Background: an optimization exercise with open tools, aiming at small area, a short achievable clock period and few clock cycles per item. Do not read the settings as production practice. The RTL was checked by simulation tests, not by an equivalence proof against the original design.

===== run.sh =====
#!/bin/bash
# synth_recipe.tcl (not shown) runs the flow's synth.tcl, then flattens the netlist and writes it again
# the make line also repeats each setting of config.mk as NAME=value (left out here)
make -C /OpenROAD-flow-scripts/flow DESIGN_CONFIG=/design/flow/config.mk WORK_HOME=/design/flow/orfs CLKGATE_MAP_FILE= SYNTH_SCRIPT=/design/flow/synth_recipe.tcl finish

===== config.mk =====
export PLATFORM = sky130hd
export DESIGN_NAME = point_in_polygon_crossing_test
export DESIGN_NICKNAME = point_in_polygon_crossing_test
export VERILOG_FILES = /design/flow/design.v
export SDC_FILE = /design/flow/constraint.sdc
export NUM_CORES = 4
export LEC_CHECK = 0
export CAP_MARGIN = 20
export CORE_MARGIN = 2
export CORE_UTILIZATION = 40
export SLEW_MARGIN = 20

===== constraint.sdc =====
create_clock -name core_clock -period 10.0 [get_ports {i_clk}]
set_input_delay 2.0000 -clock core_clock [delete_from_list [all_inputs] [get_ports {i_clk}]]
set_output_delay 2.0000 -clock core_clock [all_outputs]
set_load 0.01 [all_outputs]

===== design.v =====
package pip_pkg;
    localparam int COORD_BITS_DEFAULT  = 16;
    localparam int QUEUE_DEPTH_DEFAULT = 4;
    typedef enum logic {
        CFG_QUERY_X = 1'b0,
        CFG_QUERY_Y = 1'b1
    } t_cfg_idx;
    typedef struct packed {
        logic [15:0] nu;     
        logic [3:0]  eu;     
        logic        su;     
        logic [15:0] nv;     
        logic [3:0]  ev;     
        logic        pv;     
    } t_vtx;
endpackage
module pip_front (
    input  logic [15:0]   i_x,
    input  logic [15:0]   i_y,
    input  logic [15:0]   i_qx,
    input  logic [15:0]   i_qy,
    output pip_pkg::t_vtx o_vtx
);
    logic [16:0] du;
    logic [16:0] dv;
    logic [16:0] ndu;
    logic [16:0] ndv;
    logic [15:0] mu;
    logic [15:0] mv;
    logic [19:0] nu;
    logic [19:0] nv;
    function automatic logic [19:0] norm(input logic [15:0] m);
        logic [15:0] t;
        logic [3:0]  e;
        t = m;
        e = 4'd15;
        if (t[15:8] == '0) begin t = {t[7:0], 8'b0};  e[3] = 1'b0; end
        if (t[15:12] == '0) begin t = {t[11:0], 4'b0}; e[2] = 1'b0; end
        if (t[15:14] == '0) begin t = {t[13:0], 2'b0}; e[1] = 1'b0; end
        if (t[15] == 1'b0) begin t = {t[14:0], 1'b0}; e[0] = 1'b0; end
        norm = {t, e};
    endfunction
    assign du  = {i_x[15], i_x} - {i_qx[15], i_qx};
    assign dv  = {i_y[15], i_y} - {i_qy[15], i_qy};
    assign ndu = {i_qx[15], i_qx} - {i_x[15], i_x};
    assign ndv = {i_qy[15], i_qy} - {i_y[15], i_y};
    assign mu  = du[16] ? ndu[15:0] : du[15:0];
    assign mv  = dv[16] ? ndv[15:0] : dv[15:0];
    assign nu       = norm(mu);
    assign nv       = norm(mv);
    assign o_vtx.nu = nu[19:4];
    assign o_vtx.eu = nu[3:0];
    assign o_vtx.nv = nv[19:4];
    assign o_vtx.ev = nv[3:0];
    assign o_vtx.su = du[16];
    assign o_vtx.pv = ndv[16];
endmodule
module pip_queue #(
    parameter int DEPTH = pip_pkg::QUEUE_DEPTH_DEFAULT
) (
    input  logic i_clk,
    input  logic i_rst_n,
    input  logic i_push,
    input  logic i_data,
    output logic o_valid,
    input  logic i_pop,
    output logic o_data
);
    localparam int PTR_BITS = $clog2(DEPTH);
    logic [DEPTH-1:0]    r_mem;
    logic [PTR_BITS-1:0] r_wr_ptr;
    logic [PTR_BITS-1:0] r_rd_ptr;
    logic [PTR_BITS:0]   r_count;
    logic                rd_en;
    assign o_valid = (r_count != '0);
    assign o_data  = r_mem[r_rd_ptr];
    assign rd_en   = i_pop && o_valid;
    always_ff @(posedge i_clk) begin
        if (!i_rst_n) begin
            r_wr_ptr <= '0;
            r_rd_ptr <= '0;
            r_count  <= '0;
        end else begin
            if (i_push) r_wr_ptr <= r_wr_ptr + 1'b1;
            if (rd_en)  r_rd_ptr <= r_rd_ptr + 1'b1;
            if (i_push && !rd_en) begin
                r_count <= r_count + 1'b1;
            end else if (rd_en && !i_push) begin
                r_count <= r_count - 1'b1;
            end
        end
    end
    always_ff @(posedge i_clk) begin
        if (i_push) r_mem[r_wr_ptr] <= i_data;
    end
endmodule
module pip_back #(
    parameter int M = 7
) (
    input  pip_pkg::t_vtx i_p1,
    input  pip_pkg::t_vtx i_p2,
    output logic          o_toggle,    
    output logic          o_undec,     
    output logic          o_t_gt,      
    output logic          o_t_lt,      
    output logic          o_t_eq,      
    output logic          o_e_p1,      
    output logic          o_e_m1       
);
    localparam int TOL = (1 << (M + 1)) - 1;
    localparam logic signed [2*M+1:0] T1  = TOL;
    localparam logic signed [2*M+1:0] T2  = 2 * TOL;
    localparam logic signed [2*M+1:0] NT1 = -TOL;
    localparam logic signed [2*M+1:0] NT2 = -2 * TOL;
    localparam logic signed [2*M+1:0] Z   = 0;
    logic [15:0]           a;
    logic [15:0]           b;
    logic [15:0]           c;
    logic [15:0]           d;
    logic                  pu1;
    logic                  pu2;
    logic                  su1;
    logic                  su2;
    logic                  straddle;
    logic                  rise;
    logic                  zp;
    logic                  zq;
    logic                  need;
    logic [4:0]            sp;
    logic [4:0]            sq;
    logic signed [5:0]     ex;
    logic                  e_gt;
    logic                  e_lt;
    logic                  e_p1;
    logic                  e_m1;
    logic [M-1:0]          ma;
    logic [M-1:0]          mb;
    logic [M-1:0]          mc;
    logic [M-1:0]          md;
    logic                  inx_p;
    logic                  inx_q;
    logic [2*M-1:0]        xp;
    logic [2*M-1:0]        yq;
    logic [2*M:0]          xs;
    logic [2*M:0]          ys;
    logic signed [2*M+1:0] dif;
    logic                  a_gt;
    logic                  a_lt;
    logic                  a_eq;
    logic                  decided;
    logic                  gt;
    logic                  lt;
    function automatic logic tog(input logic f_gt, input logic f_lt,
                                 input logic f_rise, input logic f_pu1, input logic f_su1,
                                 input logic f_pu2, input logic f_su2);
        if (f_rise) tog = f_pu1 ? (!f_su2 || f_gt) : (!f_su2 && f_lt);
        else        tog = f_pu2 ? (!f_su1 || f_lt) : (!f_su1 && f_gt);
    endfunction
    assign a   = i_p1.nu;
    assign b   = i_p2.nv;
    assign c   = i_p2.nu;
    assign d   = i_p1.nv;
    assign su1 = i_p1.su;
    assign su2 = i_p2.su;
    assign pu1 = !i_p1.su && i_p1.nu[15];
    assign pu2 = !i_p2.su && i_p2.nu[15];
    assign straddle = i_p1.pv != i_p2.pv;
    assign rise     = i_p2.pv;
    assign zp  = !a[15] || !b[15];
    assign zq  = !c[15] || !d[15];
    assign need = straddle && !zp && !zq &&
                  (rise ? (pu1 ? su2 : !su2) : (pu2 ? su1 : !su1));
    assign sp   = {1'b0, i_p1.eu} + {1'b0, i_p2.ev};
    assign sq   = {1'b0, i_p2.eu} + {1'b0, i_p1.ev};
    assign ex   = {1'b0, sp} - {1'b0, sq};
    assign e_gt = ex > 6'sd1;
    assign e_lt = ex < -6'sd1;
    assign e_p1 = ex == 6'sd1;
    assign e_m1 = ex == -6'sd1;
    assign ma    = a[15:16-M];
    assign mb    = b[15:16-M];
    assign mc    = c[15:16-M];
    assign md    = d[15:16-M];
    assign inx_p = (a[15-M:0] != '0) || (b[15-M:0] != '0);
    assign inx_q = (c[15-M:0] != '0) || (d[15-M:0] != '0);
    assign xp    = ma * mb;
    assign yq    = mc * md;
    assign xs    = e_p1 ? {xp, 1'b0} : {1'b0, xp};
    assign ys    = e_m1 ? {yq, 1'b0} : {1'b0, yq};
    assign dif   = {1'b0, xs} - {1'b0, ys};
    always_comb begin
        if (!inx_q)    a_gt = dif > Z;
        else if (e_m1) a_gt = dif > T2;
        else           a_gt = dif > T1;
        if (!inx_p)    a_lt = dif < Z;
        else if (e_p1) a_lt = dif < NT2;
        else           a_lt = dif < NT1;
    end
    assign a_eq  = !inx_p && !inx_q && (dif == '0);
    assign decided = e_gt || e_lt || a_gt || a_lt || a_eq;
    always_comb begin
        if (zp || zq) begin
            gt = !zp;
            lt = !zq;
        end else begin
            gt = e_gt || (!e_lt && a_gt);
            lt = e_lt || (!e_gt && a_lt);
        end
    end
    assign o_toggle = straddle && tog(gt, lt, rise, pu1, su1, pu2, su2);
    assign o_undec  = need && !decided;
    assign o_t_gt   = tog(1'b1, 1'b0, rise, pu1, su1, pu2, su2);
    assign o_t_lt   = tog(1'b0, 1'b1, rise, pu1, su1, pu2, su2);
    assign o_t_eq   = tog(1'b0, 1'b0, rise, pu1, su1, pu2, su2);
    assign o_e_p1   = e_p1;
    assign o_e_m1   = e_m1;
endmodule
module pip_exact (
    input  logic        i_clk,
    input  logic        i_rst_n,
    input  logic        i_start,      
    input  logic [15:0] i_a,
    input  logic [15:0] i_b,
    input  logic [15:0] i_c,
    input  logic [15:0] i_d,
    input  logic        i_e_p1,
    input  logic        i_e_m1,
    output logic        o_done,       
    output logic        o_gt,
    output logic        o_lt
);
    logic                 r_busy;
    logic                 r_done;
    logic [3:0]           r_cnt;
    logic signed [19:0]   r_acc;
    logic                 r_stk;
    logic signed [19:0]   add_a;
    logic signed [19:0]   add_c;
    logic signed [19:0]   sum;
    assign add_a = i_b[r_cnt] ? 20'(i_e_p1 ? {i_a, 1'b0} : {1'b0, i_a}) : '0;
    assign add_c = i_d[r_cnt] ? 20'(i_e_m1 ? {i_c, 1'b0} : {1'b0, i_c}) : '0;
    assign sum   = r_acc + add_a - add_c;
    always_ff @(posedge i_clk) begin
        if (!i_rst_n) begin
            r_busy <= 1'b0;
            r_done <= 1'b0;
        end else if (r_busy) begin
            if (r_cnt == 4'd15) begin
                r_busy <= 1'b0;
                r_done <= 1'b1;
            end
        end else begin
            r_busy <= i_start && !r_done;
            r_done <= 1'b0;
        end
    end
    always_ff @(posedge i_clk) begin
        if (r_busy) begin
            r_acc <= sum >>> 1;
            r_stk <= r_stk || sum[0];
            r_cnt <= r_cnt + 1'b1;
        end else begin
            r_acc <= '0;
            r_stk <= 1'b0;
            r_cnt <= 4'd0;
        end
    end
    assign o_done = r_done;
    assign o_gt   = !r_acc[19] && ((r_acc != '0) || r_stk);
    assign o_lt   = r_acc[19];
endmodule
module point_in_polygon_crossing_test #(
    parameter int COORD_BITS  = pip_pkg::COORD_BITS_DEFAULT,
    parameter int QUEUE_DEPTH = pip_pkg::QUEUE_DEPTH_DEFAULT
) (
    input  logic                  i_clk,
    input  logic                  i_rst_n,
    input  logic                  i_cfg_we,
    input  logic                  i_cfg_idx,
    input  logic [COORD_BITS-1:0] i_cfg_data,
    input  logic                  i_valid,
    output logic                  o_ready,
    input  logic [COORD_BITS-1:0] i_vertex_x,
    input  logic [COORD_BITS-1:0] i_vertex_y,
    input  logic                  i_last_vertex,
    output logic                  o_valid,
    input  logic                  i_ready,
    output logic                  o_inside_res
);
    localparam int OWE_BITS = $clog2(QUEUE_DEPTH + 1);
    logic [COORD_BITS-1:0] r_query_x;
    logic [COORD_BITS-1:0] r_query_y;
    logic                  hold;
    logic                  r_ready;
    logic                  accept;
    logic                  r_open;
    logic [OWE_BITS-1:0]   r_owed;
    logic [OWE_BITS-1:0]   n_owed;
    logic                  pop;
    logic                  r_in_v;
    logic [COORD_BITS-1:0] r_in_x;
    logic [COORD_BITS-1:0] r_in_y;
    logic                  r_in_first;
    logic                  r_in_last;
    pip_pkg::t_vtx         in_vtx;
    logic                  r_cur_v;
    logic                  r_cur_first;
    logic                  r_cur_last;
    pip_pkg::t_vtx         r_cur;
    pip_pkg::t_vtx         r_prev;
    logic                  r_prev_first;
    pip_pkg::t_vtx         r_first;
    logic                  r_close;
    pip_pkg::t_vtx         e_p2;
    logic                  edge_en;
    logic                  e_toggle;
    logic                  e_undec;
    logic                  e_t_gt;
    logic                  e_t_lt;
    logic                  e_t_eq;
    logic                  e_p1;
    logic                  e_m1;
    logic                  r2_v;
    logic                  r2_close;
    logic                  r2_toggle;
    logic                  r2_undec;
    logic                  r2_t_gt;
    logic                  r2_t_lt;
    logic                  r2_t_eq;
    logic                  r2_e_p1;
    logic                  r2_e_m1;
    logic [15:0]           r2_a;
    logic [15:0]           r2_d;
    logic                  x_done;
    logic                  x_gt;
    logic                  x_lt;
    logic                  toggle;
    logic                  r_parity;
    always_ff @(posedge i_clk) begin
        if (!i_rst_n) begin
            r_query_x <= '0;
            r_query_y <= '0;
        end else if (i_cfg_we) begin
            case (i_cfg_idx)
                pip_pkg::CFG_QUERY_X: r_query_x <= i_cfg_data;
                pip_pkg::CFG_QUERY_Y: r_query_y <= i_cfg_data;
                default: ;
            endcase
        end
    end
    assign o_ready = r_ready && !hold;
    assign accept  = i_valid && o_ready;
    assign pop     = o_valid && i_ready;
    assign n_owed  = r_owed + OWE_BITS'(accept && i_last_vertex) - OWE_BITS'(pop);
    always_ff @(posedge i_clk) begin
        if (!i_rst_n) begin
            r_ready <= 1'b1;
            r_owed  <= '0;
            r_open  <= 1'b0;
        end else begin
            r_ready <= (n_owed < OWE_BITS'(QUEUE_DEPTH));
            r_owed  <= n_owed;
            if (accept) r_open <= !i_last_vertex;
        end
    end
    always_ff @(posedge i_clk) begin
        if (!hold) begin
            r_in_x     <= i_vertex_x;
            r_in_y     <= i_vertex_y;
            r_in_first <= !r_open;
            r_in_last  <= i_last_vertex;
        end
    end
    pip_front u_front (
        .i_x   (r_in_x),
        .i_y   (r_in_y),
        .i_qx  (r_query_x),
        .i_qy  (r_query_y),
        .o_vtx (in_vtx)
    );
    always_ff @(posedge i_clk) begin
        if (!hold) begin
            r_cur       <= in_vtx;
            r_cur_first <= r_in_first;
            r_cur_last  <= r_in_last;
        end
    end
    always_ff @(posedge i_clk) begin
        if (!hold) begin
            if (r_cur_v) r_prev <= r_cur;
            if (r_prev_first) r_first <= r_prev;
        end
    end
    always_ff @(posedge i_clk) begin
        if (!i_rst_n) begin
            r_in_v       <= 1'b0;
            r_cur_v      <= 1'b0;
            r_prev_first <= 1'b0;
            r_close      <= 1'b0;
        end else if (!hold) begin
            r_in_v  <= accept;
            r_cur_v <= r_in_v;
            if (r_cur_v) r_prev_first <= r_cur_first;
            r_close <= r_cur_v && r_cur_last;
        end
    end
    assign e_p2    = r_close ? r_first : r_cur;
    assign edge_en = r_close ? !r_prev_first : (r_cur_v && !r_cur_first);
    pip_back u_back (
        .i_p1     (r_prev),
        .i_p2     (e_p2),
        .o_toggle (e_toggle),
        .o_undec  (e_undec),
        .o_t_gt   (e_t_gt),
        .o_t_lt   (e_t_lt),
        .o_t_eq   (e_t_eq),
        .o_e_p1   (e_p1),
        .o_e_m1   (e_m1)
    );
    always_ff @(posedge i_clk) begin
        if (!i_rst_n) begin
            r2_v <= 1'b0;
        end else if (!hold) begin
            r2_v <= edge_en || r_close;
        end
    end
    always_ff @(posedge i_clk) begin
        if (!hold) begin
            r2_close  <= r_close;
            r2_toggle <= edge_en && e_toggle;
            r2_undec  <= edge_en && e_undec;
            r2_t_gt   <= e_t_gt;
            r2_t_lt   <= e_t_lt;
            r2_t_eq   <= e_t_eq;
            r2_e_p1   <= e_p1;
            r2_e_m1   <= e_m1;
            r2_a      <= r_prev.nu;
            r2_d      <= r_prev.nv;
        end
    end
    assign hold = r2_v && r2_undec && !x_done;
    pip_exact u_exact (
        .i_clk   (i_clk),
        .i_rst_n (i_rst_n),
        .i_start (r2_v && r2_undec),
        .i_a     (r2_a),
        .i_b     (r2_close ? r_first.nv : r_prev.nv),
        .i_c     (r2_close ? r_first.nu : r_prev.nu),
        .i_d     (r2_d),
        .i_e_p1  (r2_e_p1),
        .i_e_m1  (r2_e_m1),
        .o_done  (x_done),
        .o_gt    (x_gt),
        .o_lt    (x_lt)
    );
    always_comb begin
        if (!r2_undec) toggle = r2_toggle;
        else if (x_gt) toggle = r2_t_gt;
        else if (x_lt) toggle = r2_t_lt;
        else           toggle = r2_t_eq;
    end
    always_ff @(posedge i_clk) begin
        if (!i_rst_n) begin
            r_parity <= 1'b0;
        end else if (!hold && r2_v) begin
            r_parity <= r2_close ? 1'b0 : (r_parity ^ toggle);
        end
    end
    pip_queue #(
        .DEPTH   (QUEUE_DEPTH)
    ) u_queue (
        .i_clk   (i_clk),
        .i_rst_n (i_rst_n),
        .i_push  (!hold && r2_v && r2_close),
        .i_data  (r_parity ^ toggle),
        .o_valid (o_valid),
        .i_pop   (i_ready),
        .o_data  (o_inside_res)
    );
endmodule

==> impl_metrics.py <==
metrics = {
    "status": {
        "outcome": "timing/DRC/antenna clean",
    },
    "place": {
        "place_area_um2": 23100,
        "gp_congestion": 0.902,
        "pre_cts_slack_ns": 2.09,
        "portBuffers": 57,
        "dpl.hpwl_um": 40900,
    },
    "grt": {
        "grt.overflow.total": 0,
        "antenna_found_initial": 2,
        "grtUsageTotal_pct": 19.0,
        "grt_pass1_vias": 16300,
        "grt_max_degree": 72,
        "grt_pass1_wl_um": 86700,
    },
    "sta": {
        "post-route-period-util_pct": 79.4,
        "fin_setup_tns_ns": 0,
        "fin_ws_ns": 2.06,
        "worstMarginPinSlew_ns": 0.980,
        "fmax_mhz": 126,
        "slew-limit-headroom_pct": 34.1,
        "clock_skew_ns": 0.0227,
        "setup_violations": 0,
        "fin_crit_ns": 7.94,
        "hold_viol": 0,
        "grt_setup_unrepaired": "no",
        "slew_violations": 0,
    },
    "final_layout": {
        "layout_commonest_cell": "inv_1",
        "fillCellCount": 5111,
        "fin_area_um2": 24300,
        "final_layout_size_suffix_gt1_share_pct": 8.23,
        "area_growth_pct": 10.3,
        "regArea_um2": 7710,
        "multi_input_area_um2": 12900,
        "final_cell_mix": "245 x inv_1, 206 x edfxtp_1, 195 x nand2_1",
        "fin_util_pct": 44.8,
        "nets": 2524,
    },
    "clock_tree": {
        "clock-root-buffer": "clkbuf_16",
        "cts_tree": "built",
        "clockBufferDepth": 3,
        "cts_max_level": 2,
        "clkSlewWorstSetupHoldPaths_ns": 0.06,
        "postCtsSetupRepairBufs": 0,
        "cts_inserted_buffers": 35,
        "clock_latency_ns": 0.55,
        "clock_sinks": 282,
        "postCtsHoldBufs": 0,
        "cts_resized": 0,
    },
    "setup_path": {
        "critPathKind": "register to register",
        "endpoint_kind": "register",
        "cp_data_arrival_time_ns": 8.24,
        "cp-endpoint": "r2_toggle",
        "path_common_cell": "inv_1",
        "worst-path-stages": 31,
        "required_ns": 10.29,
        "ff2ff_setup_slack_ns": 2.06,
        "path_delay_family": "compound AO/OA/AOI/OAI gates",
        "critPathSlowestCell": "dfxtp_2",
        "worst-r2r-cell-count": 31,
        "cp-startpoint": "r_close",
        "worstPathBufferInverterCount": 6,
        "crit_fanout": 21,
        "worstReg2RegStart": "r_close",
        "slowest_delay_ns": 0.71,
        "r2r_end": "r2_toggle",
        "startpoint_type": "register",
    },
    "synth": {
        "syn_avg_cell_area_um2": 10.1,
        "ys_warn_count": 5,
        "yosys_register_bits": 282,
        "synth_area_leaders": "edfxtp_1 28%, ha_1 10%, fa_1 7.3%",
        "synth_cell_types": 94,
        "syn_inst": 2185,
        "synth_area_um2": 22000,
        "yosys.area.top_type": "edfxtp_1",
        "synth.top_cell.area_share_pct": 28.1,
        "syn_nets": 2498,
        "synth-async-reset-ratio_pct": 0,
        "synth_enable_flop_cells": 206,
        "yosysSeqAreaShare_pct": 35.0,
        "synth_ff_type": "edfxtp_1",
    },
    "drt": {
        "routed_wl_um": 52800,
        "dr_wl_met2_um": 24400,
        "drt-met1-wl_um": 24300,
        "routedWlPerCell_um": 18.0,
        "drt_iter0_drc": 999,
        "dr.pass1.iters": 5,
        "drc_errors": 0,
        "antenna_left": 0,
        "via_per_inst": 5.46,
        "routed-via-count": 16000,
        "route.met3.wl_um": 2650,
        "dr.max_layer_used": "met5",
    },
    "die": {
        "ios": 58,
        "initial_core_util_pct": 40.6,
        "core_um2": 54100,
        "die_h_um": 238,
        "fp-row-count": 85,
        "die_x_um": 238,
        "dieArea_um2": 56900,
    },
    "flow_run": {
        "max_cap_viol_count": 0,
    },
    "hold_path": {
        "hp-class": "register to register",
    },
}
-- registers in the layout (all words and copies together) (netlist names), 2 cells and up --
| signal | count |
|---|---|
| r_in_y | 16 |
| r2_a | 16 |
| u_exact.r_acc | 19 |
| r_cur | 42 |
| r_in_x | 16 |
| r2_d | 16 |
| r_query_y | 16 |
| r_first | 42 |
| r_prev | 42 |
| u_queue.r_count | 3 |
| r_query_x | 16 |
| u_queue.r_rd_ptr | 2 |
| r_owed | 3 |
| u_queue.r_mem | 4 |
| u_queue.r_wr_ptr | 2 |
| u_exact.r_cnt | 4 |
-- synth_stat cells (6+ instances only) --
| library cell | number |
|---|---|
| nor3b_1 | 8 |
| a211oi_1 | 22 |
| o21ai_0 | 84 |
| nand3b_1 | 6 |
| nand2b_1 | 25 |
| xnor2_1 | 52 |
| buf_1 | 6 |
| nand4_1 | 18 |
| nor4_1 | 22 |
| mux4_2 | 31 |
| dfxtp_1 | 76 |
| ha_1 | 178 |
| o31ai_1 | 7 |
| a31oi_1 | 10 |
| buf_4 | 6 |
| inv_1 | 246 |
| a21boi_0 | 47 |
| o21a_1 | 15 |
| o211ai_1 | 17 |
| nor2b_1 | 86 |
| and2_1 | 64 |
| clkbuf_1 | 38 |
| nor3_1 | 22 |
| nor2_1 | 74 |
| xor2_1 | 22 |
| o21bai_1 | 14 |
| buf_6 | 7 |
| a221oi_1 | 6 |
| mux2i_1 | 73 |
| edfxtp_1 | 206 |
| o22ai_1 | 7 |
| fa_1 | 80 |
| a21oi_1 | 101 |
| nand2_1 | 195 |
| nand3_1 | 43 |
| buf_2 | 21 |
| or3_1 | 17 |
| a21o_1 | 57 |
| or2_2 | 6 |
| and3_1 | 11 |
| mux2_2 | 48 |
-- routing by layer --
layer,vias to the layer above,GRT usage [%]
li1,7831,-
met1,7751,25.3
met4,2,6.10
met5,-,0
met3,83,3.39
met2,365,31.3
-- area by class of cell --
type,instances,share of cell area [%]
Antenna cell,1,0.0103
Clock buffer,53,4.23
Clock inverter,10,0.490
Inverter,249,3.87
Multi-Input combinational cell,1575,53.4
Sequential cell,282,31.8
Tap cell,696,3.59
Timing Repair Buffer,68,2.69
-- worst min path at each step --
stage | to | cells past startpoint | startpoint
after floorplan | r_cur_first | 0 | r_in_first
after global placement | r_cur_first | 0 | r_in_first
final | r_cur_first | 0 | r_in_first
after detailed placement | r_cur_first | 0 | r_in_first
after CTS | r_cur_first | 0 | r_in_first
after global routing | r_cur_last | 0 | r_in_last
-- stage by stage --
step	cells	hold slack, ns
6_report	2934	0.424
5_1_grt	2933	0.451
4_1_cts	2933	0.421
3_5_place_dp	2870	0.405
3_3_place_gp	2870	0.407
2_1_floorplan	2185	0.400
-- logic make-up after synthesis --
family	Yosys count	share of synthesized area, %
AO/OA/AOI/OAI	471	14.8
XOR/XNOR	75	3.02
adder cells (fa/ha/maj)	258	17.4
buffers and inverters	328	6.14
flip-flops	282	35.0
multiplexers	152	8.95
AND/OR/NAND/NOR	619	14.6
Testbench counts, summed over its fixed seeds: cycles 14,799, vertices 14,293.

## static timing again, ports no longer ideal
In the flow no input, the clock included, has a driving cell. The finished layout below was timed again as built, in two steps.
Step 1: set_driving_cell puts a clkbuf_16 on i_clk and a buf_2 on each other input, an assumption about the parent block.
Step 2, shift: input delay + t, output delay - t, t = (earliest + latest rising clock arrival at the registers) / 2. This alone moves slack from input paths to output paths.
Slacks: ideal / step 1 / step 2; pairs: ideal / step 1.
shift t [ns]: 0.593
setup WS [ns]: 2.056 / 2.056 / 2.056
worst setup path at the end: register to register
slew at the worst register clock pin (ns): 0.06 / 0.06
After both steps this run still meets setup and hold. The setup slack of this run moves by 0.000 ns with the drivers and by 0.000 ns with both steps.
